What follows belongs to an exercise in optimizing a design on an open flow for small area, a short achievable clock period and few clock cycles per item; a production flow would make more cautious choices. Function was checked by simulation only, so behaviour that the tests miss may differ from the original.

$ cat flow/design.v
`timescale 1ns / 1ps
module epoch_seconds_to_date (
    input  logic        i_clk,
    input  logic        i_rst_n,
    input  logic        start,
    output logic        busy,
    input  logic [31:0] i_epoch_seconds,
    output logic        o_done,
    output logic [11:0] o_year,
    output logic [3:0]  o_month,
    output logic [4:0]  o_day,
    output logic [4:0]  o_hour,
    output logic [5:0]  o_minute,
    output logic [5:0]  o_second
);
    localparam logic [31:0] SKIP_2100 = 32'd4107542400;
    logic [24:0] q;
    logic [0:0]  skip;
    assign q    = i_epoch_seconds[31:7];
    assign skip = i_epoch_seconds >= SKIP_2100;
    logic a1;
    logic a2;
    logic a3;
    logic a4;
    logic a5;
    logic a6;
    logic a7;
    logic a8;
    logic a9;
    logic a10;
    logic a11;
    logic a12;
    logic a13;
    logic a14;
    logic a15;
    logic a16;
    logic a17;
    logic a18;
    logic a19;
    logic a20;
    logic a21;
    logic a22;
    logic a23;
    logic a24;
    logic a25;
    logic a26;
    logic a27;
    logic a28;
    logic a29;
    logic a30;
    logic a31;
    logic a32;
    logic a33;
    logic a34;
    logic a35;
    logic a36;
    logic a37;
    logic a38;
    logic a39;
    logic a40;
    logic a41;
    logic a42;
    logic a43;
    logic a44;
    logic a45;
    logic a46;
    logic a47;
    logic a48;
    logic a49;
    logic a50;
    logic a51;
    logic a52;
    logic a53;
    logic a54;
    logic a55;
    logic a56;
    logic a57;
    logic a58;
    logic a59;
    logic a60;
    logic a61;
    logic a62;
    logic a63;
    logic a64;
    logic a65;
    logic a66;
    logic a67;
    logic a68;
    logic a69;
    logic a70;
    logic a71;
    logic a72;
    logic a73;
    logic a74;
    logic a75;
    logic a76;
    logic a77;
    logic a78;
    logic a79;
    logic a80;
    logic a81;
    logic a82;
    logic a83;
    logic a84;
    logic a85;
    logic a86;
    logic a87;
    logic a88;
    logic a89;
    logic a90;
    logic a91;
    logic a92;
    logic a93;
    logic a94;
    logic a95;
    logic a96;
    logic a97;
    logic a98;
    logic a99;
    logic a100;
    logic a101;
    logic a102;
    logic a103;
    logic a104;
    logic a105;
    logic a106;
    logic a107;
    logic a108;
    logic a109;
    logic a110;
    logic a111;
    logic a112;
    logic a113;
    logic a114;
    logic a115;
    logic a116;
    logic a117;
    logic a118;
    logic a119;
    logic a120;
    logic a121;
    logic a122;
    logic a123;
    logic a124;
    logic a125;
    logic a126;
    logic a127;
    logic a128;
    logic a129;
    logic a130;
    logic a131;
    logic [18:0] dq_a, dq_b, dq_s;
    logic [15:0] dq;
    logic a132;
    logic a133;
    logic a134;
    logic a135;
    logic a136;
    logic a137;
    logic a138;
    logic a139;
    logic [8:0] n_yq_a, n_yq_b, n_yq_s;
    logic [7:0] n_yq;
    logic a140;
    logic a141;
    logic a142;
    logic a143;
    logic a144;
    logic a145;
    logic a146;
    logic a147;
    logic a148;
    logic a149;
    logic a150;
    logic a151;
    logic a152;
    logic a153;
    logic a154;
    logic a155;
    logic a156;
    logic a157;
    logic a158;
    logic a159;
    logic a160;
    logic a161;
    logic a162;
    logic a163;
    logic a164;
    logic a165;
    logic a166;
    logic a167;
    logic a168;
    logic a169;
    logic a170;
    logic a171;
    logic a172;
    logic a173;
    logic a174;
    logic a175;
    logic a176;
    logic a177;
    logic a178;
    logic a179;
    logic a180;
    logic a181;
    logic a182;
    logic a183;
    logic a184;
    logic a185;
    logic a186;
    logic a187;
    logic a188;
    logic a189;
    logic a190;
    logic a191;
    logic a192;
    logic a193;
    logic a194;
    logic [10:0] n_rem0_n_a, n_rem0_n_b, n_rem0_n_s;
    logic [10:0] n_rem0_n;
    logic [10:0] n_rem0;
    logic a195;
    logic a196;
    logic a197;
    logic a198;
    logic a199;
    logic a200;
    logic a201;
    logic a202;
    logic a203;
    logic a204;
    logic a205;
    logic a206;
    logic a207;
    logic a208;
    logic a209;
    logic a210;
    logic a211;
    logic a212;
    logic a213;
    logic a214;
    logic a215;
    logic a216;
    logic a217;
    logic a218;
    logic a219;
    logic a220;
    logic a221;
    logic a222;
    logic a223;
    logic a224;
    logic a225;
    logic a226;
    logic a227;
    logic a228;
    logic a229;
    logic a230;
    logic a231;
    logic a232;
    logic a233;
    logic a234;
    logic a235;
    logic a236;
    logic a237;
    logic a238;
    logic a239;
    logic a240;
    logic a241;
    logic a242;
    logic a243;
    logic a244;
    logic a245;
    logic a246;
    logic a247;
    logic a248;
    logic a249;
    logic a250;
    logic a251;
    logic a252;
    logic a253;
    logic a254;
    logic a255;
    logic a256;
    logic a257;
    logic a258;
    logic a259;
    logic a260;
    logic a261;
    logic a262;
    logic a263;
    logic a264;
    logic a265;
    logic a266;
    logic a267;
    logic a268;
    logic a269;
    logic a270;
    logic a271;
    logic a272;
    logic a273;
    logic a274;
    logic a275;
    logic a276;
    logic a277;
    logic a278;
    logic a279;
    logic a280;
    logic a281;
    logic a282;
    logic a283;
    logic a284;
    logic a285;
    logic a286;
    logic a287;
    logic a288;
    logic a289;
    logic a290;
    logic a291;
    logic a292;
    logic a293;
    logic a294;
    logic a295;
    logic a296;
    logic a297;
    logic a298;
    logic a299;
    logic a300;
    logic a301;
    logic [12:0] n_doy0_a, n_doy0_b, n_doy0_s;
    logic [9:0] n_doy0;
    esd_ha u_a1 (.a(q[19]), .b(q[16]), .s(a1), .co(a2));
    esd_ha u_a3 (.a(q[20]), .b(q[17]), .s(a3), .co(a4));
    esd_ha u_a5 (.a(q[21]), .b(q[18]), .s(a5), .co(a6));
    esd_ha u_a7 (.a(q[22]), .b(q[19]), .s(a7), .co(a8));
    esd_fa u_a9 (.a(q[21]), .b(q[18]), .c(q[8]), .s(a9), .co(a10));
    esd_fa u_a11 (.a(q[22]), .b(q[19]), .c(q[9]), .s(a11), .co(a12));
    esd_ha u_a13 (.a(q[17]), .b(q[14]), .s(a13), .co(a14));
    esd_fa u_a15 (.a(q[23]), .b(q[20]), .c(q[10]), .s(a15), .co(a16));
    esd_fa u_a17 (.a(q[18]), .b(q[15]), .c(q[8]), .s(a17), .co(a18));
    esd_ha u_a19 (.a(q[24]), .b(q[21]), .s(a19), .co(a20));
    assign a21 = ~q[11];
    esd_fa u_a22 (.a(a1), .b(q[9]), .c(a21), .s(a22), .co(a23));
    esd_ha u_a24 (.a(q[22]), .b(q[12]), .s(a24), .co(a25));
    esd_fa u_a26 (.a(a3), .b(q[10]), .c(a2), .s(a26), .co(a27));
    esd_ha u_a28 (.a(q[23]), .b(q[13]), .s(a28), .co(a29));
    esd_fa u_a30 (.a(a5), .b(q[11]), .c(a4), .s(a30), .co(a31));
    esd_ha u_a32 (.a(q[24]), .b(q[14]), .s(a32), .co(a33));
    esd_fa u_a34 (.a(a7), .b(q[12]), .c(a6), .s(a34), .co(a35));
    esd_fa u_a36 (.a(q[23]), .b(q[20]), .c(q[13]), .s(a36), .co(a37));
    assign a38 = a8 ^ q[15];
    assign a39 = a8 & ~q[15];
    esd_fa u_a40 (.a(q[24]), .b(q[21]), .c(q[14]), .s(a40), .co(a41));
    assign a42 = ~q[17];
    esd_fa u_a43 (.a(q[22]), .b(q[15]), .c(a42), .s(a43), .co(a44));
    esd_ha u_a45 (.a(q[23]), .b(q[16]), .s(a45), .co(a46));
    esd_ha u_a47 (.a(q[24]), .b(q[17]), .s(a47), .co(a48));
    esd_ha u_a49 (.a(q[16]), .b(q[13]), .s(a49), .co(a50));
    assign a51 = ~a11;
    esd_fa u_a52 (.a(a13), .b(q[7]), .c(a51), .s(a52), .co(a53));
    assign a54 = ~a15;
    esd_fa u_a55 (.a(a17), .b(a14), .c(a54), .s(a55), .co(a56));
    assign a57 = ~a19;
    esd_fa u_a58 (.a(a22), .b(a18), .c(a57), .s(a58), .co(a59));
    assign a60 = ~a24;
    esd_fa u_a61 (.a(a26), .b(a23), .c(a60), .s(a61), .co(a62));
    assign a63 = ~a28;
    esd_fa u_a64 (.a(a30), .b(a27), .c(a63), .s(a64), .co(a65));
    assign a66 = ~a32;
    esd_fa u_a67 (.a(a34), .b(a31), .c(a66), .s(a67), .co(a68));
    assign a69 = ~a38;
    esd_fa u_a70 (.a(a36), .b(a35), .c(a69), .s(a70), .co(a71));
    esd_fa u_a72 (.a(a40), .b(q[16]), .c(a37), .s(a72), .co(a73));
    assign a74 = a43 ^ a41;
    assign a75 = a43 | a41;
    assign a76 = ~q[18];
    esd_fa u_a77 (.a(a45), .b(a44), .c(a76), .s(a77), .co(a78));
    assign a79 = ~q[19];
    esd_fa u_a80 (.a(a47), .b(a46), .c(a79), .s(a80), .co(a81));
    assign a82 = ~q[20];
    esd_fa u_a83 (.a(q[18]), .b(a48), .c(a82), .s(a83), .co(a84));
    esd_ha u_a85 (.a(a49), .b(q[6]), .s(a85), .co(a86));
    assign a87 = ~a10;
    esd_fa u_a88 (.a(a52), .b(a50), .c(a87), .s(a88), .co(a89));
    assign a90 = ~a12;
    esd_fa u_a91 (.a(a55), .b(a53), .c(a90), .s(a91), .co(a92));
    assign a93 = ~a16;
    esd_fa u_a94 (.a(a58), .b(a56), .c(a93), .s(a94), .co(a95));
    assign a96 = ~a20;
    esd_fa u_a97 (.a(a61), .b(a59), .c(a96), .s(a97), .co(a98));
    assign a99 = ~a25;
    esd_fa u_a100 (.a(a64), .b(a62), .c(a99), .s(a100), .co(a101));
    assign a102 = ~a29;
    esd_fa u_a103 (.a(a67), .b(a65), .c(a102), .s(a103), .co(a104));
    assign a105 = ~a33;
    esd_fa u_a106 (.a(a70), .b(a68), .c(a105), .s(a106), .co(a107));
    esd_fa u_a108 (.a(a72), .b(a39), .c(a71), .s(a108), .co(a109));
    assign a110 = ~a73;
    esd_fa u_a111 (.a(a74), .b(q[16]), .c(a110), .s(a111), .co(a112));
    assign a113 = a77 ^ a75;
    assign a114 = a77 | a75;
    assign a115 = a80 ^ a78;
    assign a116 = a80 | a78;
    assign a117 = a83 ^ a81;
    assign a118 = a83 | a81;
    esd_fa u_a119 (.a(q[21]), .b(q[19]), .c(a84), .s(a119), .co(a120));
    assign a121 = ~q[21];
    esd_fa u_a122 (.a(q[22]), .b(q[20]), .c(a121), .s(a122), .co(a123));
    assign a124 = ~q[22];
    esd_fa u_a125 (.a(q[23]), .b(q[21]), .c(a124), .s(a125), .co(a126));
    assign a127 = ~q[23];
    esd_fa u_a128 (.a(q[24]), .b(q[22]), .c(a127), .s(a128), .co(a129));
    assign a130 = q[23] ^ q[24];
    assign a131 = q[23] & ~q[24];
    assign dq_a = {~q[24], ~a130, a128, a125, a122, a119, ~a117, ~a115, ~a113, ~a111, a108, a106, a103, a100, a97, a94, a91, a88, a85};
    assign dq_b = {a131, a129, a126, a123, a120, a118, a116, a114, ~a112, a109, a107, a104, a101, a98, a95, a92, a89, a86, ~a9};
    assign dq_s = dq_a + dq_b;
    assign dq = dq_s[18:3];
    esd_ha u_a132 (.a(q[21]), .b(q[17]), .s(a132), .co(a133));
    esd_ha u_a134 (.a(q[22]), .b(q[18]), .s(a134), .co(a135));
    assign a136 = q[23] ^ q[19];
    assign a137 = q[23] | q[19];
    esd_ha u_a138 (.a(q[24]), .b(q[20]), .s(a138), .co(a139));
    assign n_yq_a = {1'b0, q[24], q[23], q[22], q[21], a138, ~a136, a134, a132};
    assign n_yq_b = {1'b0, 1'b0, 1'b0, 1'b0, a139, a137, a135, a133, 1'b1};
    assign n_yq_s = n_yq_a + n_yq_b;
    assign n_yq = n_yq_s[8:1];
    assign a140 = ~q[0];
    assign a141 = ~q[1];
    esd_fa u_a142 (.a(a141), .b(dq[0]), .c(dq[1]), .s(a142), .co(a143));
    assign a144 = ~q[2];
    esd_fa u_a145 (.a(a144), .b(dq[1]), .c(dq[2]), .s(a145), .co(a146));
    assign a147 = ~q[3];
    esd_fa u_a148 (.a(a147), .b(dq[2]), .c(dq[3]), .s(a148), .co(a149));
    assign a150 = ~q[4];
    esd_fa u_a151 (.a(a150), .b(dq[3]), .c(dq[4]), .s(a151), .co(a152));
    assign a153 = ~q[5];
    esd_fa u_a154 (.a(a153), .b(dq[0]), .c(dq[4]), .s(a154), .co(a155));
    esd_fa u_a156 (.a(dq[5]), .b(a152), .c(a154), .s(a156), .co(a157));
    assign a158 = ~q[6];
    esd_fa u_a159 (.a(a158), .b(dq[1]), .c(dq[5]), .s(a159), .co(a160));
    esd_fa u_a161 (.a(dq[6]), .b(a155), .c(a159), .s(a161), .co(a162));
    assign a163 = ~q[7];
    esd_fa u_a164 (.a(a163), .b(dq[0]), .c(dq[2]), .s(a164), .co(a165));
    esd_fa u_a166 (.a(dq[6]), .b(a164), .c(dq[7]), .s(a166), .co(a167));
    esd_fa u_a168 (.a(a160), .b(a166), .c(a162), .s(a168), .co(a169));
    assign a170 = ~q[8];
    esd_fa u_a171 (.a(a170), .b(dq[1]), .c(dq[3]), .s(a171), .co(a172));
    esd_fa u_a173 (.a(a165), .b(dq[7]), .c(a171), .s(a173), .co(a174));
    esd_fa u_a175 (.a(dq[8]), .b(a167), .c(a173), .s(a175), .co(a176));
    assign a177 = ~q[9];
    esd_fa u_a178 (.a(a177), .b(dq[0]), .c(dq[2]), .s(a178), .co(a179));
    esd_fa u_a180 (.a(dq[4]), .b(a178), .c(a172), .s(a180), .co(a181));
    esd_fa u_a182 (.a(dq[8]), .b(dq[9]), .c(a180), .s(a182), .co(a183));
    esd_fa u_a184 (.a(a174), .b(a182), .c(a176), .s(a184), .co(a185));
    assign a186 = ~q[10];
    esd_fa u_a187 (.a(a186), .b(dq[1]), .c(dq[3]), .s(a187), .co(a188));
    esd_fa u_a189 (.a(dq[5]), .b(a179), .c(a187), .s(a189), .co(a190));
    esd_fa u_a191 (.a(dq[9]), .b(dq[10]), .c(a181), .s(a191), .co(a192));
    esd_fa u_a193 (.a(a189), .b(a183), .c(a191), .s(a193), .co(a194));
    assign n_rem0_n_a = {a185, a184, a169, a168, a157, a156, a149, a146, a143, a142, a140};
    assign n_rem0_n_b = {a193, 1'b0, a175, 1'b0, a161, 1'b0, a151, a148, a145, 1'b0, dq[0]};
    assign n_rem0_n_s = n_rem0_n_a + n_rem0_n_b;
    assign n_rem0_n = n_rem0_n_s[10:0];
    assign n_rem0 = ~n_rem0_n;
    esd_ha u_a195 (.a(n_yq[3]), .b(n_yq[1]), .s(a195), .co(a196));
    esd_ha u_a197 (.a(n_yq[4]), .b(n_yq[2]), .s(a197), .co(a198));
    esd_ha u_a199 (.a(n_yq[5]), .b(n_yq[3]), .s(a199), .co(a200));
    esd_ha u_a201 (.a(n_yq[6]), .b(n_yq[4]), .s(a201), .co(a202));
    esd_fa u_a203 (.a(n_yq[7]), .b(n_yq[5]), .c(n_yq[2]), .s(a203), .co(a204));
    assign a205 = n_yq[0] ^ n_yq[2];
    assign a206 = n_yq[0] | n_yq[2];
    esd_ha u_a207 (.a(n_yq[2]), .b(n_yq[0]), .s(a207), .co(a208));
    esd_ha u_a209 (.a(n_yq[5]), .b(n_yq[7]), .s(a209), .co(a210));
    assign a211 = ~n_yq[6];
    esd_fa u_a212 (.a(a197), .b(a196), .c(a211), .s(a212), .co(a213));
    esd_fa u_a214 (.a(a199), .b(n_yq[0]), .c(a198), .s(a214), .co(a215));
    esd_fa u_a216 (.a(a201), .b(n_yq[1]), .c(a200), .s(a216), .co(a217));
    assign a218 = ~n_yq[0];
    esd_fa u_a219 (.a(a203), .b(a202), .c(a218), .s(a219), .co(a220));
    esd_ha u_a221 (.a(a205), .b(skip[0]), .s(a221), .co(a222));
    esd_fa u_a223 (.a(n_yq[1]), .b(n_yq[3]), .c(a206), .s(a223), .co(a224));
    assign a225 = ~n_yq[0];
    esd_fa u_a226 (.a(n_yq[2]), .b(n_yq[4]), .c(a225), .s(a226), .co(a227));
    assign a228 = ~n_yq[1];
    esd_fa u_a229 (.a(n_yq[3]), .b(n_yq[5]), .c(a228), .s(a229), .co(a230));
    assign a231 = ~a207;
    esd_fa u_a232 (.a(n_yq[4]), .b(n_yq[6]), .c(a231), .s(a232), .co(a233));
    assign a234 = ~a209;
    esd_fa u_a235 (.a(a195), .b(a208), .c(a234), .s(a235), .co(a236));
    assign a237 = ~a212;
    esd_ha u_a238 (.a(a210), .b(a237), .s(a238), .co(a239));
    assign a240 = ~n_yq[7];
    esd_fa u_a241 (.a(a214), .b(a213), .c(a240), .s(a241), .co(a242));
    assign a243 = a216 ^ a215;
    assign a244 = a216 | a215;
    assign a245 = a219 ^ a217;
    assign a246 = a219 | a217;
    esd_ha u_a247 (.a(a94), .b(a92), .s(a247), .co(a248));
    esd_fa u_a249 (.a(a97), .b(a95), .c(a222), .s(a249), .co(a250));
    assign a251 = ~a226;
    esd_fa u_a252 (.a(a100), .b(a98), .c(a251), .s(a252), .co(a253));
    assign a254 = ~a229;
    esd_fa u_a255 (.a(a103), .b(a101), .c(a254), .s(a255), .co(a256));
    assign a257 = ~a232;
    esd_fa u_a258 (.a(a106), .b(a104), .c(a257), .s(a258), .co(a259));
    esd_fa u_a260 (.a(a108), .b(a107), .c(a235), .s(a260), .co(a261));
    assign a262 = ~a111;
    esd_fa u_a263 (.a(a109), .b(a236), .c(a262), .s(a263), .co(a264));
    esd_fa u_a265 (.a(a113), .b(a112), .c(a239), .s(a265), .co(a266));
    assign a267 = ~a115;
    esd_fa u_a268 (.a(a114), .b(a242), .c(a267), .s(a268), .co(a269));
    assign a270 = ~a117;
    esd_fa u_a271 (.a(a116), .b(a244), .c(a270), .s(a271), .co(a272));
    esd_ha u_a273 (.a(a247), .b(a221), .s(a273), .co(a274));
    assign a275 = ~a223;
    esd_fa u_a276 (.a(a249), .b(a248), .c(a275), .s(a276), .co(a277));
    assign a278 = ~a224;
    esd_fa u_a279 (.a(a252), .b(a250), .c(a278), .s(a279), .co(a280));
    assign a281 = ~a227;
    esd_fa u_a282 (.a(a255), .b(a253), .c(a281), .s(a282), .co(a283));
    assign a284 = ~a230;
    esd_fa u_a285 (.a(a258), .b(a256), .c(a284), .s(a285), .co(a286));
    assign a287 = ~a233;
    esd_fa u_a288 (.a(a260), .b(a259), .c(a287), .s(a288), .co(a289));
    assign a290 = ~a238;
    esd_fa u_a291 (.a(a263), .b(a261), .c(a290), .s(a291), .co(a292));
    assign a293 = ~a265;
    esd_fa u_a294 (.a(a241), .b(a264), .c(a293), .s(a294), .co(a295));
    assign a296 = ~a268;
    esd_fa u_a297 (.a(a243), .b(a266), .c(a296), .s(a297), .co(a298));
    assign a299 = ~a245;
    esd_fa u_a300 (.a(a271), .b(a269), .c(a299), .s(a300), .co(a301));
    assign n_doy0_a = {a300, ~a297, a294, a291, a288, a285, a282, a279, a276, a273, a91, a88, a85};
    assign n_doy0_b = {~a298, a295, a292, a289, a286, a283, a280, a277, a274, 1'b1, a89, a86, ~a9};
    assign n_doy0_s = n_doy0_a + n_doy0_b;
    assign n_doy0 = n_doy0_s[12:3];
    logic        r_vld;
    logic [10:0] r_rem0;
    logic [9:0]  r_doy0;
    logic [7:0]  r_yq;
    logic [6:0]  r_s7;        
    always_ff @(posedge i_clk) begin
        if (!i_rst_n) r_vld <= 1'b0;
        else          r_vld <= start;
    end
    always_ff @(posedge i_clk) begin
        r_rem0 <= n_rem0;
        r_doy0 <= n_doy0;
        r_yq   <= n_yq;
        r_s7   <= i_epoch_seconds[6:0];
    end
    logic        negr;
    logic        negy;
    logic        lz;
    logic        wrap;
    logic [8:0]  doyb;
    logic [8:0]  base;
    logic [3:0]  mp;          
    logic [8:0]  mstart;
    logic        jf;          
    logic [11:0] year_m1, year_0, year_p1;
    assign negr = r_rem0[10];
    assign negy = r_doy0[9];
    assign lz   = r_yq[1:0] == 2'd0;
    assign doyb = lz ? r_doy0[8:0] + 9'd366 : r_doy0[8:0] + 9'd365;
    assign base = negy ? doyb : r_doy0[8:0];
    assign wrap = negr && (base == 9'd0);
    assign year_m1 = 12'd1967 + 12'(r_yq);
    assign year_0  = 12'd1968 + 12'(r_yq);
    assign year_p1 = 12'd1969 + 12'(r_yq);
    always_comb begin
        mp = 4'd0;
        if (negr ? base >= 9'd32 : base >= 9'd31) mp = 4'd1;
        if (negr ? base >= 9'd62 : base >= 9'd61) mp = 4'd2;
        if (negr ? base >= 9'd93 : base >= 9'd92) mp = 4'd3;
        if (negr ? base >= 9'd123 : base >= 9'd122) mp = 4'd4;
        if (negr ? base >= 9'd154 : base >= 9'd153) mp = 4'd5;
        if (negr ? base >= 9'd185 : base >= 9'd184) mp = 4'd6;
        if (negr ? base >= 9'd215 : base >= 9'd214) mp = 4'd7;
        if (negr ? base >= 9'd246 : base >= 9'd245) mp = 4'd8;
        if (negr ? base >= 9'd276 : base >= 9'd275) mp = 4'd9;
        if (negr ? base >= 9'd307 : base >= 9'd306) mp = 4'd10;
        if (negr ? base >= 9'd338 : base >= 9'd337) mp = 4'd11;
        if (wrap) mp = 4'd11;
        case (mp)
            4'd0:    mstart = 9'd0;
            4'd1:    mstart = 9'd31;
            4'd2:    mstart = 9'd61;
            4'd3:    mstart = 9'd92;
            4'd4:    mstart = 9'd122;
            4'd5:    mstart = 9'd153;
            4'd6:    mstart = 9'd184;
            4'd7:    mstart = 9'd214;
            4'd8:    mstart = 9'd245;
            4'd9:    mstart = 9'd275;
            4'd10:   mstart = 9'd306;
            default: mstart = 9'd337;
        endcase
    end
    logic [13:0] u;
    logic [15:0] x;
    logic w1;
    logic w2;
    logic w3;
    logic w4;
    logic w5;
    logic w6;
    logic w7;
    logic w8;
    logic w9;
    logic w10;
    logic w11;
    logic w12;
    logic w13;
    logic w14;
    logic w15;
    logic w16;
    logic w17;
    logic w18;
    logic w19;
    logic w20;
    logic w21;
    logic w22;
    logic w23;
    logic w24;
    logic w25;
    logic w26;
    logic w27;
    logic w28;
    logic w29;
    logic w30;
    logic w31;
    logic w32;
    logic w33;
    logic w34;
    logic w35;
    logic w36;
    logic w37;
    logic w38;
    logic w39;
    logic w40;
    logic w41;
    logic w42;
    logic w43;
    logic w44;
    logic w45;
    logic w46;
    logic w47;
    logic w48;
    logic w49;
    logic w50;
    logic w51;
    logic w52;
    logic w53;
    logic w54;
    logic w55;
    logic w56;
    logic w57;
    logic w58;
    logic w59;
    logic w60;
    logic w61;
    logic w62;
    logic w63;
    logic w64;
    logic w65;
    logic w66;
    logic w67;
    logic [13:0] h0_a, h0_b, h0_s;
    logic [4:0] h0;
    logic w68;
    logic w69;
    logic w70;
    logic w71;
    logic w72;
    logic w73;
    logic w74;
    logic w75;
    logic w76;
    logic w77;
    logic w78;
    logic w79;
    logic w80;
    logic w81;
    logic w82;
    logic w83;
    logic w84;
    logic w85;
    logic w86;
    logic w87;
    logic w88;
    logic w89;
    logic w90;
    logic w91;
    logic w92;
    logic w93;
    logic w94;
    logic w95;
    logic w96;
    logic w97;
    logic w98;
    logic w99;
    logic w100;
    logic w101;
    logic w102;
    logic w103;
    logic w104;
    logic w105;
    logic w106;
    logic w107;
    logic w108;
    logic w109;
    logic w110;
    logic w111;
    logic w112;
    logic w113;
    logic w114;
    logic w115;
    logic w116;
    logic w117;
    logic w118;
    logic w119;
    logic w120;
    logic w121;
    logic w122;
    logic [11:0] mt0_a, mt0_b, mt0_s;
    logic [5:0] mt0;
    assign u = {r_rem0, r_s7[6:4]};
    assign x = {r_rem0, r_s7[6:2]};
    assign w1 = ~u[13];
    esd_fa u_w2 (.a(w1), .b(u[9]), .c(u[7]), .s(w2), .co(w3));
    esd_fa u_w4 (.a(u[6]), .b(u[2]), .c(w2), .s(w4), .co(w5));
    esd_fa u_w6 (.a(u[10]), .b(u[8]), .c(u[7]), .s(w6), .co(w7));
    esd_fa u_w8 (.a(u[3]), .b(u[0]), .c(w3), .s(w8), .co(w9));
    esd_fa u_w10 (.a(w6), .b(w5), .c(w8), .s(w10), .co(w11));
    esd_fa u_w12 (.a(u[11]), .b(u[9]), .c(u[8]), .s(w12), .co(w13));
    esd_fa u_w14 (.a(u[4]), .b(u[1]), .c(w7), .s(w14), .co(w15));
    esd_fa u_w16 (.a(w12), .b(w9), .c(w14), .s(w16), .co(w17));
    esd_fa u_w18 (.a(u[12]), .b(u[10]), .c(u[9]), .s(w18), .co(w19));
    esd_fa u_w20 (.a(u[5]), .b(u[2]), .c(w13), .s(w20), .co(w21));
    esd_fa u_w22 (.a(w18), .b(w15), .c(w20), .s(w22), .co(w23));
    esd_fa u_w24 (.a(w1), .b(u[11]), .c(u[10]), .s(w24), .co(w25));
    esd_fa u_w26 (.a(u[6]), .b(u[3]), .c(w19), .s(w26), .co(w27));
    esd_fa u_w28 (.a(w24), .b(w21), .c(w26), .s(w28), .co(w29));
    assign w30 = ~(w23 ^ w28);
    assign w31 = w23 | w28;
    esd_fa u_w32 (.a(u[12]), .b(u[11]), .c(u[7]), .s(w32), .co(w33));
    esd_fa u_w34 (.a(u[4]), .b(w25), .c(w32), .s(w34), .co(w35));
    esd_fa u_w36 (.a(w27), .b(w34), .c(w29), .s(w36), .co(w37));
    assign w38 = ~(w31 ^ w36);
    assign w39 = w31 | w36;
    esd_fa u_w40 (.a(w1), .b(u[12]), .c(u[8]), .s(w40), .co(w41));
    esd_fa u_w42 (.a(u[5]), .b(w33), .c(w40), .s(w42), .co(w43));
    esd_fa u_w44 (.a(w35), .b(w42), .c(w37), .s(w44), .co(w45));
    esd_fa u_w46 (.a(w1), .b(u[9]), .c(u[6]), .s(w46), .co(w47));
    esd_fa u_w48 (.a(w41), .b(w46), .c(w43), .s(w48), .co(w49));
    esd_fa u_w50 (.a(u[10]), .b(u[7]), .c(w47), .s(w50), .co(w51));
    assign w52 = ~(w50 ^ w49);
    assign w53 = w50 | w49;
    esd_fa u_w54 (.a(u[11]), .b(u[8]), .c(w51), .s(w54), .co(w55));
    assign w56 = ~(w54 ^ w53);
    assign w57 = w54 | w53;
    esd_fa u_w58 (.a(u[12]), .b(u[9]), .c(w55), .s(w58), .co(w59));
    assign w60 = ~(w58 ^ w57);
    assign w61 = w58 | w57;
    esd_fa u_w62 (.a(w1), .b(u[10]), .c(w59), .s(w62), .co(w63));
    assign w64 = ~(u[11] ^ w63);
    assign w65 = u[11] | w63;
    assign w66 = ~(u[12] ^ w65);
    assign w67 = u[12] | w65;
    assign h0_a = {w66, w64, w61, w60, w56, w52, w45, w39, w38, w30, w17, w11, w10, w4};
    assign h0_b = {1'b0, 1'b0, w62, 1'b0, 1'b0, 1'b0, w48, w44, 1'b0, 1'b0, w22, w16, 1'b1, 1'b0};
    assign h0_s = h0_a + h0_b;
    assign h0 = h0_s[13:9];
    esd_fa u_w68 (.a(x[14]), .b(x[10]), .c(x[6]), .s(w68), .co(w69));
    assign w70 = ~x[15];
    esd_fa u_w71 (.a(w70), .b(x[11]), .c(x[7]), .s(w71), .co(w72));
    esd_fa u_w73 (.a(x[3]), .b(w69), .c(w71), .s(w73), .co(w74));
    esd_fa u_w75 (.a(x[12]), .b(x[8]), .c(x[4]), .s(w75), .co(w76));
    esd_fa u_w77 (.a(x[0]), .b(w72), .c(w75), .s(w77), .co(w78));
    esd_fa u_w79 (.a(x[13]), .b(x[9]), .c(x[5]), .s(w79), .co(w80));
    esd_fa u_w81 (.a(x[1]), .b(w76), .c(w79), .s(w81), .co(w82));
    esd_fa u_w83 (.a(x[14]), .b(x[10]), .c(x[6]), .s(w83), .co(w84));
    esd_fa u_w85 (.a(x[2]), .b(w80), .c(w83), .s(w85), .co(w86));
    esd_fa u_w87 (.a(w70), .b(x[11]), .c(x[7]), .s(w87), .co(w88));
    esd_fa u_w89 (.a(x[3]), .b(w84), .c(w87), .s(w89), .co(w90));
    assign w91 = ~(w86 ^ w89);
    assign w92 = w86 | w89;
    esd_fa u_w93 (.a(x[12]), .b(x[8]), .c(x[4]), .s(w93), .co(w94));
    esd_fa u_w95 (.a(w88), .b(w93), .c(w90), .s(w95), .co(w96));
    assign w97 = ~(w92 ^ w95);
    assign w98 = w92 | w95;
    esd_fa u_w99 (.a(x[13]), .b(x[9]), .c(x[5]), .s(w99), .co(w100));
    esd_fa u_w101 (.a(w94), .b(w99), .c(w96), .s(w101), .co(w102));
    assign w103 = ~(w98 ^ w101);
    assign w104 = w98 | w101;
    esd_fa u_w105 (.a(x[14]), .b(x[10]), .c(x[6]), .s(w105), .co(w106));
    esd_fa u_w107 (.a(w100), .b(w105), .c(w102), .s(w107), .co(w108));
    assign w109 = ~(w104 ^ w107);
    assign w110 = w104 | w107;
    esd_fa u_w111 (.a(w70), .b(x[11]), .c(x[7]), .s(w111), .co(w112));
    esd_fa u_w113 (.a(w106), .b(w111), .c(w108), .s(w113), .co(w114));
    esd_fa u_w115 (.a(x[12]), .b(x[8]), .c(w112), .s(w115), .co(w116));
    assign w117 = ~(w115 ^ w114);
    assign w118 = w115 | w114;
    esd_fa u_w119 (.a(x[13]), .b(x[9]), .c(w116), .s(w119), .co(w120));
    assign w121 = ~(w119 ^ w118);
    assign w122 = w119 | w118;
    assign mt0_a = {w121, w117, w110, w109, w103, w97, w91, w82, w78, w74, w73, x[2]};
    assign mt0_b = {1'b0, 1'b0, w113, 1'b0, 1'b0, 1'b0, 1'b0, w85, w81, w77, 1'b1, w68};
    assign mt0_s = mt0_a + mt0_b;
    assign mt0 = mt0_s[11:6];
    assign busy     = 1'b0;
    assign o_done   = r_vld;
    assign jf       = mp >= 4'd10;
    assign o_year   = (jf == (negy || wrap)) ? year_0 : (jf ? year_p1 : year_m1);
    assign o_month  = jf ? mp - 4'd9 : mp + 4'd3;
    assign o_day    = wrap ? 5'd28 + 5'(lz) : 5'(base) - 5'(mstart) + 5'(!negr);
    assign o_hour   = h0 + (negr ? 5'd24 : 5'd0);
    assign o_minute = mt0 + {h0[3:0], 2'b00};
    assign o_second = {x[3:0] + mt0[3:0], r_s7[1:0]};
endmodule
module esd_fa (
    input  logic a,
    input  logic b,
    input  logic c,
    output logic s,
    output logic co
);
    assign s  = a ^ b ^ c;
    assign co = (a & b) | (a & c) | (b & c);
endmodule
module esd_ha (
    input  logic a,
    input  logic b,
    output logic s,
    output logic co
);
    assign s  = a ^ b;
    assign co = a & b;
endmodule
$ cat flow/flow/run.sh
#!/bin/bash
# Standard layout (bash standard.sh, its synthesis unchanged), with the ports
# buffered by buf_2 cells and timing repair aiming for a larger setup slack.
set -e
cp standard.sh standard.sh.log
export BUFFER_PORTS_ARGS="-buffer_cell sky130_fd_sc_hd__buf_2"
export SETUP_SLACK_MARGIN=10.1
bash standard.sh > standard_run.log 2>&1
$ cat flow/standard.sh
#!/bin/bash
# synth_recipe.tcl (not shown) runs the flow's synth.tcl, then flattens the netlist and writes it again
# the make line also repeats each setting of config.mk as NAME=value (left out here)
make -C /OpenROAD-flow-scripts/flow DESIGN_CONFIG=/design/flow/config.mk WORK_HOME=/design/flow/orfs CLKGATE_MAP_FILE= SYNTH_SCRIPT=/design/flow/synth_recipe.tcl "${@:-finish}"
$ cat flow/config.mk
export PLATFORM = sky130hd
export DESIGN_NAME = epoch_seconds_to_date
export DESIGN_NICKNAME = epoch_seconds_to_date
export VERILOG_FILES = /design/flow/design.v
export SDC_FILE = /design/flow/constraint.sdc
export NUM_CORES = 4
export LEC_CHECK = 0
export CAP_MARGIN = 20
export CORE_MARGIN = 2
export CORE_UTILIZATION = 40
export CTS_BUF_LIST = sky130_fd_sc_hd__clkbuf_8
export SLEW_MARGIN = 20
export SYNTH_HIERARCHICAL = 1
$ cat flow/constraint.sdc
create_clock -name core_clock -period 20.0 [get_ports {i_clk}]
set_input_delay 4.0000 -clock core_clock [delete_from_list [all_inputs] [get_ports {i_clk}]]
set_output_delay 4.0000 -clock core_clock [all_outputs]
set_load 0.01 [all_outputs]
==> reports/metrics.cfg, run 1 <==
[synth]
synth-seq-cells=37
synth_cells=804
async_flop_share_pct=0
yosysUniqueCellTypes=85
synth-main-ff-cell=dfxtp_1
synth_edf_count=0
syn-num-nets=1089
avgSynthCellArea_um2=10.1
yosysWarnings=7
ys_top_cells_by_area=fa_1, ha_1, dfxtp_1, inv_1, xnor2_1
syn_area_um2=8080
synth_seq_area_share_pct=9.16
synth.top_cell.area_share_pct=33.4
yosysMostFrequentCell=fa_1
netlist_top_cells_count=fa_1, inv_1, ha_1
synth_area_leader_cell=fa_1

[global_routing]
grtUsageTotal_pct=15.9
grt_max_degree=24
grt_pass1_vias=5848
antenna_found_initial=0
grt_pass1_wl_um=28100
gr-total-overflow=0

[placed_design]
gp_congestion=0.808
dp_hpwl_um=14100
portBuffers=73
post-place-ws_ps=10040

[timing]
post-route-min-period_ps=9640
setup_viol=0
worst_slack_ps=10360
max_freq_mhz=104
final_hold_viol_count=0
setup_tns_ps=0
rsz0062_at_grt=true
tightest_slew_ps=835
slew_viol_final=0
relSlewSlack_pct=43.9
finalCritPeriodShare_pct=48.2

[clock_tree]
clkTransAtPathRegs_ps=100
cts_max_level=2
cts_tree=built
cts_hold_buf=0
numCtsBuffers=5
root_buffer=clkbuf_8
cts_buffer_depth=2
cts_sinks=37

[route]
wl_um=16200
drc=0
num_vias=5668
avgViaCountPerCell=4.95
dr.pass1.iters=4
postRouteAntennaNets=0
drt-wirelength-per-cell_um=14.2
drt_iter0_drc=284

[setup_path]
path_class=reg2out
arrival_ps=5640
slowest_delay_ps=390
crit_buf_inv=4
start_kind=flop
crit_family=compound AO/OA/AOI/OAI gates
worst_ep_required_time_ps=16000
cp-end-kind=output port
slowest_stage=dfxtp_2
crit_fanout=14

[final_layout]
drive_above_1_share_pct=16.4
num_antenna_cells=0
area_growth_pct=11.0
fin_nets=1163

[hold_path]
hold_class=in2reg

[die]
core_um2=19700
die_w_um=146
dieArea_um2=21400
ioPinCount=75
die_y_um=146
num_rows=51
initial_utilization_pct=41.1

[status]
status=timing/DRC/antenna clean

[run]
maxCapViolCount=0

[kinds of logic after synthesis]
kind of cell               Yosys count  share of synthesized area (%)
adders and majority gates          250                           51.2
DFF                                 37                           9.16
muxes                                4                          0.557
xor gates and xnor gates            72                           8.31
other                                1                         0.0464
and+or+nand+nor                    148                           9.52
AOI/OAI and AO/OA                  152                           14.2
buffers and inverters              140                           6.97
[layer usage]
layer | track usage, % | part of all wire [%] | up-vias
li1 | - | - | 2840
met3 | 1.66 | 2.8 | 10
met1 | 22.7 | 49 | 2731
met2 | 26.5 | 47 | 87
met5 | 0 | 0 | -
met4 | 3.01 | 0.89 | 0
[sequential cells by signal, summed over array words and instances (netlist names)]
signal and flops:
r_vld 1, r_yq 8, r_s7 7, r_rem0 11, r_doy0 10
[layout by cell type, fill, tap and decap left out, types with 3 or more instances in the layout]
cell      count
buf_4        10
nand2b_1      9
dfxtp_2       7
a21oi_1      39
nor4_1        4
and2_1        3
xnor2_1      41
o211ai_1      5
a211o_1       3
buf_2        73
nor2_1       44
o21bai_1      5
fa_1        135
nand4_1       5
o21ai_1       6
nor3_1       12
ha_1        115
clkbuf_8      5
o21a_1        9
or2_2         3
nand3_1       9
or3_1         3
o31ai_1       3
dfxtp_1      28
inv_1       123
xor2_1       23
nor2b_1       7
o21ai_0      21
nand2_1      30
a21o_1       14
xnor2_2       5
a31oi_1       7
[per-module statistics from Yosys, one instance, submodules excluded]
| module | cells inside | times used |
|---|---|---|
| esd_ha | 1 | 26 |
| epoch_seconds_to_date | 648 | 1 |
| esd_fa | 1 | 130 |
[stage by stage]
| step | hold slack, ps | util (%) | std cells | instance area (um2) |
|---|---|---|---|---|
| 2_1_floorplan | 4030 | - | 804 | 8080 |
| 3_3_place_gp | 4100 | 44.2 | 1127 | 8690 |
| 3_5_place_dp | 4100 | 44.2 | 1127 | 8690 |
| 4_1_cts | 3760 | 45.0 | 1137 | 8840 |
| 5_1_grt | 3770 | 45.6 | 1144 | 8970 |
| 6_report | 3780 | 45.6 | 1144 | 8970 |
[worst paths after layout]
check | from | slack [ps] | endpoint | depth (start not counted)
worst max-delay path | r_doy0[0] | 10360 | o_day[4] | 27
worst min-delay path | i_epoch_seconds[4] | 3780 | r_s7[4] | 1
[cell type report]
class	instances	area (um2)
clock buffers	5	68.8
clock inverters	3	46.3
fillers	1934	10700
inverters	124	469
multi-input cells	627	6860
flip-flops and latches	37	757
well taps	265	332
repair buffers	83	440
[what timing repair did]
| item | CTS | global route |
|---|---|---|
| pin swaps | 0 | 5 |
| resized for setup | 6 | 24 |
| endpoints found under the setup margin | 5 | 13 |
| buffers inserted | 2 | 7 |
Testbench counts, summed over its fixed seeds: cycles 3,208, items 3,200.
==> run 2, diff against run 1 <==
--- a/flow/flow/run.sh
+++ b/flow/flow/run.sh
@@ -4,5 +4,5 @@
 set -e
 cp standard.sh standard.sh.log
 export BUFFER_PORTS_ARGS="-buffer_cell sky130_fd_sc_hd__buf_2"
-export SETUP_SLACK_MARGIN=10.1
+export SETUP_SLACK_MARGIN=10.4
 bash standard.sh > standard_run.log 2>&1
==> run 2 against run 1 <==
Largest cell class unchanged; area after synthesis did not move; final area is 2.8% higher; critical path depth unchanged; final cell count increased by 1.2%.
==> reports/metrics.cfg, run 2 <==
[synth]
synth.top_cell.area_share_pct=33.4
synth-seq-cells=37
synth_seq_area_share_pct=9.16
synth-main-ff-cell=dfxtp_1
yosysMostFrequentCell=fa_1
syn_area_um2=8080
netlist_top_cells_count=fa_1, inv_1, ha_1
synth_cells=804
ys_top_cells_by_area=fa_1, ha_1, dfxtp_1, inv_1, xnor2_1
yosysUniqueCellTypes=85
avgSynthCellArea_um2=10.1
syn-num-nets=1089
yosysWarnings=7
async_flop_share_pct=0
synth_edf_count=0
synth_area_leader_cell=fa_1

[clock_tree]
cts_buffer_depth=2
cts_max_level=2
numCtsBuffers=5
clkTransAtPathRegs_ps=100
root_buffer=clkbuf_8
cts_tree=built
cts_sinks=37
cts_hold_buf=0

[hold_path]
hold_class=in2reg
holdPathStages=1
holdCritStartpoint=i_epoch_seconds[4]
min_to=r_s7[4]

[final_layout]
num_antenna_cells=0
mostFrequentLayoutCells=fa_1, inv_1, ha_1
area_growth_pct=14.1
reg.largest.list=r_rem0: 11 flops, r_doy0: 10 flops, r_yq: 8 flops
top_register=r_rem0
drive_above_1_share_pct=20.0
post-route-cell-area_um2=9220
largest_reg_flops=11
layout_commonest_cell=fa_1
fin_util_pct=46.9
fin_nets=1177

[placed_design]
gp_congestion=0.808
dp_hpwl_um=14100
placed_cell_area_um2=8690
portBuffers=73

[route]
drt-wirelength-per-cell_um=14.3
drt_iter0_drc=237
num_vias=5773
dr.pass1.iters=4
drc=0
wl_um=16500
avgViaCountPerCell=4.99
postRouteAntennaNets=0

[die]
die_y_um=146
core_um2=19700
dieArea_um2=21400
die_w_um=146
initial_utilization_pct=41.1
ioPinCount=75
num_rows=51

[run]
maxCapViolCount=0

[global_routing]
grt_pass1_wl_um=28400
gr-total-overflow=0
antenna_found_initial=0
grtUsageTotal_pct=16.0
busiest_layer=met2
grt_max_degree=24
grt_pass1_vias=5915
grtUsageMet3_pct=1.56
use_met1_pct=22.9
met2_usage_pct=26.8

[timing]
finalCritPeriodShare_pct=47.6
post-route-min-period_ps=9520
max_freq_mhz=105
relSlewSlack_pct=42.6
setup_tns_ps=0
setup_viol=0
slew_viol_final=0
rsz0062_at_grt=true
tightest_slew_ps=855
final_hold_viol_count=0

[setup_path]
start_kind=flop
arrival_ps=5520
crit_fanout=14
cp-end-kind=output port
worst_ep_required_time_ps=16000
path_class=reg2out

[status]
status=timing/DRC/antenna clean

==> run 2: cell counts after synthesis <==
No cell type changed its count.
==> run 2: per-module statistics from Yosys, one instance, submodules excluded <==
module | flops+latches | cells inside | cell area (um2)
epoch_seconds_to_date | 37 | 648 | 5150
esd_ha | 0 | 1 | 12.5
esd_fa | 0 | 1 | 20.0
==> run 2: per-layer routing <==
layer | part of all wire [%] | vias to the layer above
met3 | 2.6 | 6
met4 | 0.79 | 0
li1 | - | 2864
met1 | 49 | 2815
met5 | 0 | -
met2 | 47 | 88
==> run 2: how the worst max path moves through the flow <==
stage	from	end	slack [ps]	cells past startpoint
after floorplan	i_epoch_seconds[26]	r_rem0[10]	10690	18
after global placement	i_epoch_seconds[26]	r_rem0[10]	10190	19
after detailed placement	i_epoch_seconds[29]	r_rem0[10]	10040	18
after CTS	r_doy0[1]	o_day[4]	10320	29
after global routing	r_doy0[1]	o_day[4]	10150	28
final	r_doy0[0]	o_day[4]	10480	27
==> run 2: final cells by class <==
type,count,area (um2)
sequential,37,767
tap,265,332
inverter,124,469
clock inverter,3,46.3
timing repair buffer,97,546
multi-input combinational,627,6990
clock buffer,5,68.8
fill,1921,10400
==> run 2: cell families after synthesis <==
logic type      after synthesis  synth area share [%]
compound gates              152                  14.2
mux                           4                 0.557
xor+xnor                     72                  8.31
simple gates                148                  9.52
fa+ha+maj                   250                  51.2
buf+inv                     140                  6.97
other cells                   1                0.0464
flops                        37                  9.16
==> run 2: repair_timing <==
action / in CTS / in global routing
cloned: 0 / 0
setup endpoints to repair: 12 / 15
pin swaps: 3 / 19
setup buffers: 8 / 15
gates resized for setup: 23 / 39
==> run 2: metrics by stage <==
| step | hold slack, ps | std cells | worst slack (ps) |
|---|---|---|---|
| after global placement | 4100 | 1127 | 10190 |
| after CTS | 3760 | 1143 | 10320 |
| final | 3780 | 1158 | 10480 |
| after global routing | 3770 | 1158 | 10150 |
| after floorplan | 4030 | 804 | 10690 |
| after detailed placement | 4100 | 1127 | 10040 |
==> run 2: critical path, cell delays in order (launching register included) <==
cell	delay, ps
dfxtp_4	400
ha_1	250
o21a_1	170
o31a_2	360
xnor2_4	170
and3b_4	220
a211o_1	290
a221oi_2	300
o221ai_2	150
a221oi_2	340
o32a_1	280
ha_4	230
a21oi_2	130
nor2_1	60
a21oi_2	140
ha_1	240
inv_1	50
ha_1	150
inv_1	50
fa_2	340
inv_1	60
a21o_1	100
a21oi_1	70
xnor2_1	190
xnor2_1	160
xnor2_1	130
nand2_1	60
buf_2	130
==> run 3, diff against run 2 <==
--- a/flow/design.v
+++ b/flow/design.v
@@ -326,6 +326,7 @@
     logic a299;
     logic a300;
     logic a301;
+    logic a302;
     logic [12:0] n_doy0_a, n_doy0_b, n_doy0_s;
     logic [9:0] n_doy0;
     esd_ha u_a1 (.a(q[19]), .b(q[16]), .s(a1), .co(a2));
@@ -495,43 +496,45 @@
     assign a244 = a216 | a215;
     assign a245 = a219 ^ a217;
     assign a246 = a219 | a217;
-    esd_ha u_a247 (.a(a94), .b(a92), .s(a247), .co(a248));
-    esd_fa u_a249 (.a(a97), .b(a95), .c(a222), .s(a249), .co(a250));
-    assign a251 = ~a226;
-    esd_fa u_a252 (.a(a100), .b(a98), .c(a251), .s(a252), .co(a253));
-    assign a254 = ~a229;
-    esd_fa u_a255 (.a(a103), .b(a101), .c(a254), .s(a255), .co(a256));
-    assign a257 = ~a232;
-    esd_fa u_a258 (.a(a106), .b(a104), .c(a257), .s(a258), .co(a259));
-    esd_fa u_a260 (.a(a108), .b(a107), .c(a235), .s(a260), .co(a261));
-    assign a262 = ~a111;
-    esd_fa u_a263 (.a(a109), .b(a236), .c(a262), .s(a263), .co(a264));
-    esd_fa u_a265 (.a(a113), .b(a112), .c(a239), .s(a265), .co(a266));
-    assign a267 = ~a115;
-    esd_fa u_a268 (.a(a114), .b(a242), .c(a267), .s(a268), .co(a269));
-    assign a270 = ~a117;
-    esd_fa u_a271 (.a(a116), .b(a244), .c(a270), .s(a271), .co(a272));
-    esd_ha u_a273 (.a(a247), .b(a221), .s(a273), .co(a274));
-    assign a275 = ~a223;
-    esd_fa u_a276 (.a(a249), .b(a248), .c(a275), .s(a276), .co(a277));
-    assign a278 = ~a224;
-    esd_fa u_a279 (.a(a252), .b(a250), .c(a278), .s(a279), .co(a280));
-    assign a281 = ~a227;
-    esd_fa u_a282 (.a(a255), .b(a253), .c(a281), .s(a282), .co(a283));
-    assign a284 = ~a230;
-    esd_fa u_a285 (.a(a258), .b(a256), .c(a284), .s(a285), .co(a286));
-    assign a287 = ~a233;
-    esd_fa u_a288 (.a(a260), .b(a259), .c(a287), .s(a288), .co(a289));
-    assign a290 = ~a238;
-    esd_fa u_a291 (.a(a263), .b(a261), .c(a290), .s(a291), .co(a292));
-    assign a293 = ~a265;
-    esd_fa u_a294 (.a(a241), .b(a264), .c(a293), .s(a294), .co(a295));
-    assign a296 = ~a268;
-    esd_fa u_a297 (.a(a243), .b(a266), .c(a296), .s(a297), .co(a298));
-    assign a299 = ~a245;
-    esd_fa u_a300 (.a(a271), .b(a269), .c(a299), .s(a300), .co(a301));
-    assign n_doy0_a = {a300, ~a297, a294, a291, a288, a285, a282, a279, a276, a273, a91, a88, a85};
-    assign n_doy0_b = {~a298, a295, a292, a289, a286, a283, a280, a277, a274, 1'b1, a89, a86, ~a9};
+    assign a247 = ~a9;
+    esd_fa u_a248 (.a(a94), .b(a92), .c(a221), .s(a248), .co(a249));
+    assign a250 = ~a223;
+    esd_fa u_a251 (.a(a97), .b(a95), .c(a250), .s(a251), .co(a252));
+    esd_fa u_a253 (.a(a222), .b(a249), .c(a251), .s(a253), .co(a254));
+    assign a255 = ~a226;
+    assign a256 = ~a224;
+    esd_fa u_a257 (.a(a100), .b(a98), .c(a255), .s(a257), .co(a258));
+    esd_fa u_a259 (.a(a256), .b(a252), .c(a257), .s(a259), .co(a260));
+    assign a261 = ~a229;
+    assign a262 = ~a227;
+    esd_fa u_a263 (.a(a103), .b(a101), .c(a261), .s(a263), .co(a264));
+    esd_fa u_a265 (.a(a262), .b(a258), .c(a263), .s(a265), .co(a266));
+    assign a267 = ~a232;
+    assign a268 = ~a230;
+    esd_fa u_a269 (.a(a106), .b(a104), .c(a267), .s(a269), .co(a270));
+    esd_fa u_a271 (.a(a268), .b(a264), .c(a269), .s(a271), .co(a272));
+    assign a273 = ~a233;
+    esd_fa u_a274 (.a(a108), .b(a107), .c(a235), .s(a274), .co(a275));
+    esd_fa u_a276 (.a(a273), .b(a270), .c(a274), .s(a276), .co(a277));
+    assign a278 = ~a111;
+    assign a279 = ~a238;
+    esd_fa u_a280 (.a(a278), .b(a109), .c(a279), .s(a280), .co(a281));
+    esd_fa u_a282 (.a(a236), .b(a275), .c(a280), .s(a282), .co(a283));
+    assign a284 = ~a113;
+    assign a285 = ~a112;
+    assign a286 = ~a239;
+    esd_fa u_a287 (.a(a284), .b(a285), .c(a241), .s(a287), .co(a288));
+    esd_fa u_a289 (.a(a286), .b(a281), .c(a287), .s(a289), .co(a290));
+    assign a291 = ~a115;
+    assign a292 = ~a243;
+    esd_fa u_a293 (.a(a291), .b(a114), .c(a292), .s(a293), .co(a294));
+    esd_fa u_a295 (.a(a242), .b(a288), .c(a293), .s(a295), .co(a296));
+    assign a297 = ~a117;
+    assign a298 = ~a245;
+    esd_fa u_a299 (.a(a297), .b(a116), .c(a298), .s(a299), .co(a300));
+    esd_fa u_a301 (.a(a244), .b(a294), .c(a299), .s(a301), .co(a302));
+    assign n_doy0_a = {a296, a290, a283, a277, a272, a266, a260, a254, a253, a248, a91, a88, a85};
+    assign n_doy0_b = {a301, a295, a289, a282, a276, a271, a265, a259, 1'b0, 1'b1, a89, a86, a247};
     assign n_doy0_s = n_doy0_a + n_doy0_b;
     assign n_doy0 = n_doy0_s[12:3];
     logic        r_vld;
--- a/flow/flow/run.sh
+++ b/flow/flow/run.sh
@@ -4,5 +4,5 @@
 set -e
 cp standard.sh standard.sh.log
 export BUFFER_PORTS_ARGS="-buffer_cell sky130_fd_sc_hd__buf_2"
-export SETUP_SLACK_MARGIN=10.4
+export SETUP_SLACK_MARGIN=10.2
 bash standard.sh > standard_run.log 2>&1
==> run 3 against run 2 <==
Area after synthesis is 1.7% lower; routed wire length is 1.8% lower; sequential share of layout area is 0.14 points higher; still clean on timing, DRC and antenna; flip-flop and latch count stayed put.
==> reports/metrics.cfg, run 3 <==
[status]
status=timing/DRC/antenna clean

[synth]
synth-main-ff-cell=dfxtp_1
avgSynthCellArea_um2=10.0
synth_cells=791
synth_seq_area_share_pct=9.32
synth-seq-cells=37
syn_area_um2=7950
synth_area_leader_cell=fa_1
async_flop_share_pct=0
yosysUniqueCellTypes=77
ys_top_cells_by_area=fa_1, ha_1, dfxtp_1, inv_1, xnor2_1
netlist_top_cells_count=fa_1, inv_1, ha_1
synth.top_cell.area_share_pct=34.3
yosysMostFrequentCell=fa_1
syn-num-nets=1075
synth_edf_count=0
yosysWarnings=7

[final_layout]
num_antenna_cells=0
reg.largest.list=r_rem0: 11 flops, r_doy0: 10 flops, r_yq: 8 flops
top_register=r_rem0
drive_above_1_share_pct=16.8
fin_nets=1153
area_growth_pct=12.0
mostFrequentLayoutCells=fa_1, inv_1, ha_1
layout_commonest_cell=fa_1
largest_reg_flops=11

[timing]
setup_viol=0
setup_tns_ps=0
tightest_slew_ps=814
final_hold_viol_count=0
relSlewSlack_pct=45.4
post-route-min-period_ps=9430
rsz0062_at_grt=false
slew_viol_final=0
max_freq_mhz=106
finalCritPeriodShare_pct=47.1

[global_routing]
grt_max_degree=18
grtUsageTotal_pct=16.2
antenna_found_initial=0
grt_pass1_wl_um=28100
gr-total-overflow=0
grt_pass1_vias=5876

[die]
initial_utilization_pct=40.8
ioPinCount=75
die_y_um=145
num_rows=51
dieArea_um2=21000
core_um2=19500
die_w_um=145

[setup_path]
path_class=reg2out
path_cells=clkinvlp_4, fa_1, fa_1, fa_1, fa_1, fa_1, fa_1, ha_1, xor2_1, inv_1, ha_1, a21o_1, a21oi_1, xnor2_1, xnor2_1, xnor2_1, buf_2
crit_fanout=7
crit_buf_inv=3
start_kind=flop
cp-end-kind=output port
worst_ep_required_time_ps=16000
slowest_delay_ps=500
cp_common_cell=fa_1
crit_family=adder cells
arrival_ps=5430
slowest_stage=fa_1

[placed_design]
gp_congestion=0.824
portBuffers=73
dp_hpwl_um=14100

[clock_tree]
clkTransAtPathRegs_ps=90
cts_hold_buf=0
cts_buffer_depth=2
numCtsBuffers=5
cts_sinks=37
root_buffer=clkbuf_8
cts_max_level=2
cts_tree=built

[route]
postRouteAntennaNets=0
drt-wirelength-per-cell_um=14.3
drt_iter0_drc=245
dr.pass1.iters=4
num_vias=5609
wl_um=16200
avgViaCountPerCell=4.94
drc=0

[hold_path]
hold_class=in2reg

[run]
maxCapViolCount=0

run 3: final timing paths:
| kind | start | slack (ps) | to | cells past startpoint |
|---|---|---|---|---|
| worst max-delay path | r_rem0[10] | 10570 | o_minute[5] | 17 |
| worst min-delay path | i_epoch_seconds[4] | 3790 | r_s7[4] | 1 |
run 3: cell families (layout without fill, tap and decap cells):
kind of cell	Yosys count	in the layout	share of synthesized area [%]
mux	10	10	1.35
simple gates	145	145	9.58
fa+ha+maj	249	249	52.1
xor+xnor	72	72	8.03
other cells	1	1	0.0472
compound gates	143	143	12.9
buf+inv	134	213	6.68
flops	37	37	9.32
run 3: repair_timing:
action / 4_1_cts / 5_1_grt
gates resized for setup: 8 / 26
pin swaps: 0 / 6
setup buffers: 2 / 8
endpoints found under the setup margin: 5 / 7
run 3: per-module statistics from Yosys, one instance, submodules excluded:
module / flip-flops and latches / area [um2] / times used / cells inside
esd_fa: 0 / 20.0 / 131 / 1
epoch_seconds_to_date: 37 / 5020 / 1 / 636
esd_ha: 0 / 12.5 / 24 / 1
run 3: cell type report:
cell class	count	area, um2
Tap cell	265	332
Sequential cell	37	753
Inverter	122	462
Timing Repair Buffer	83	440
Clock inverter	2	37.5
Clock buffer	6	82.6
Fill cell	1887	10600
Multi-Input combinational cell	620	6790
run 3: per-layer routing:
metal | GRT usage, % | vias to the layer above | routed length [um]
met5 | 0 | - | 0
met4 | 3.61 | 0 | 229
met3 | 1.32 | 18 | 379
met2 | 27.0 | 91 | 7640
met1 | 23.1 | 2710 | 7980
li1 | - | 2790 | -
run 3: stage by stage:
stage	setup slack (ps)	hold slack (ps)	area (um2)	utilization [%]	cells
after floorplan	10770	4030	7950	-	791
after global placement	10360	4100	8570	44.0	1117
after detailed placement	10240	4100	8570	44.0	1117
after CTS	10300	3770	8730	44.9	1127
after global routing	10200	3770	8900	45.7	1135
final	10570	3790	8900	45.7	1135
Testbench counts of run 3, summed over its fixed seeds: cycles 3,208, items 3,200.

[static timing again, ports no longer ideal]
In the flow no input, the clock included, has a driving cell. The finished layouts below were timed again as built, in two steps.
Step 1: set_driving_cell puts a clkbuf_16 on i_clk and a buf_2 on each other input, an assumption about the parent block.
Step 2 moves the port delays by t, midway between the first and last clock arrival at a register: inputs arrive t later, outputs are due t later. That takes back most of the time a late clock gives input paths.
Three values: no drivers, after step 1, after step 2; two values: the first two.
| run | t, ns | setup slack, ns | worst hold slack (ns) | worst data-port slew with drivers (ns) | cell pins on the clock port's net |
|---|---|---|---|---|---|
| run 1 | 0.335 | 10.360 / 10.326 / 10.153 | 3.781 / 3.769 / 4.104 | 0.04 | 1 |
| run 2 | 0.336 | 10.476 / 10.442 / 10.398 | 3.780 / 3.767 / 4.103 | 0.04 | 1 |
| run 3 | 0.334 | 10.574 / 10.539 / 10.279 | 3.788 / 3.773 / 4.107 | 0.04 | 1 |
After both steps setup and hold are still met in every run listed. The setup slack of run 3, which loses most, moves by -0.035 ns with the drivers and by -0.295 ns with both steps.
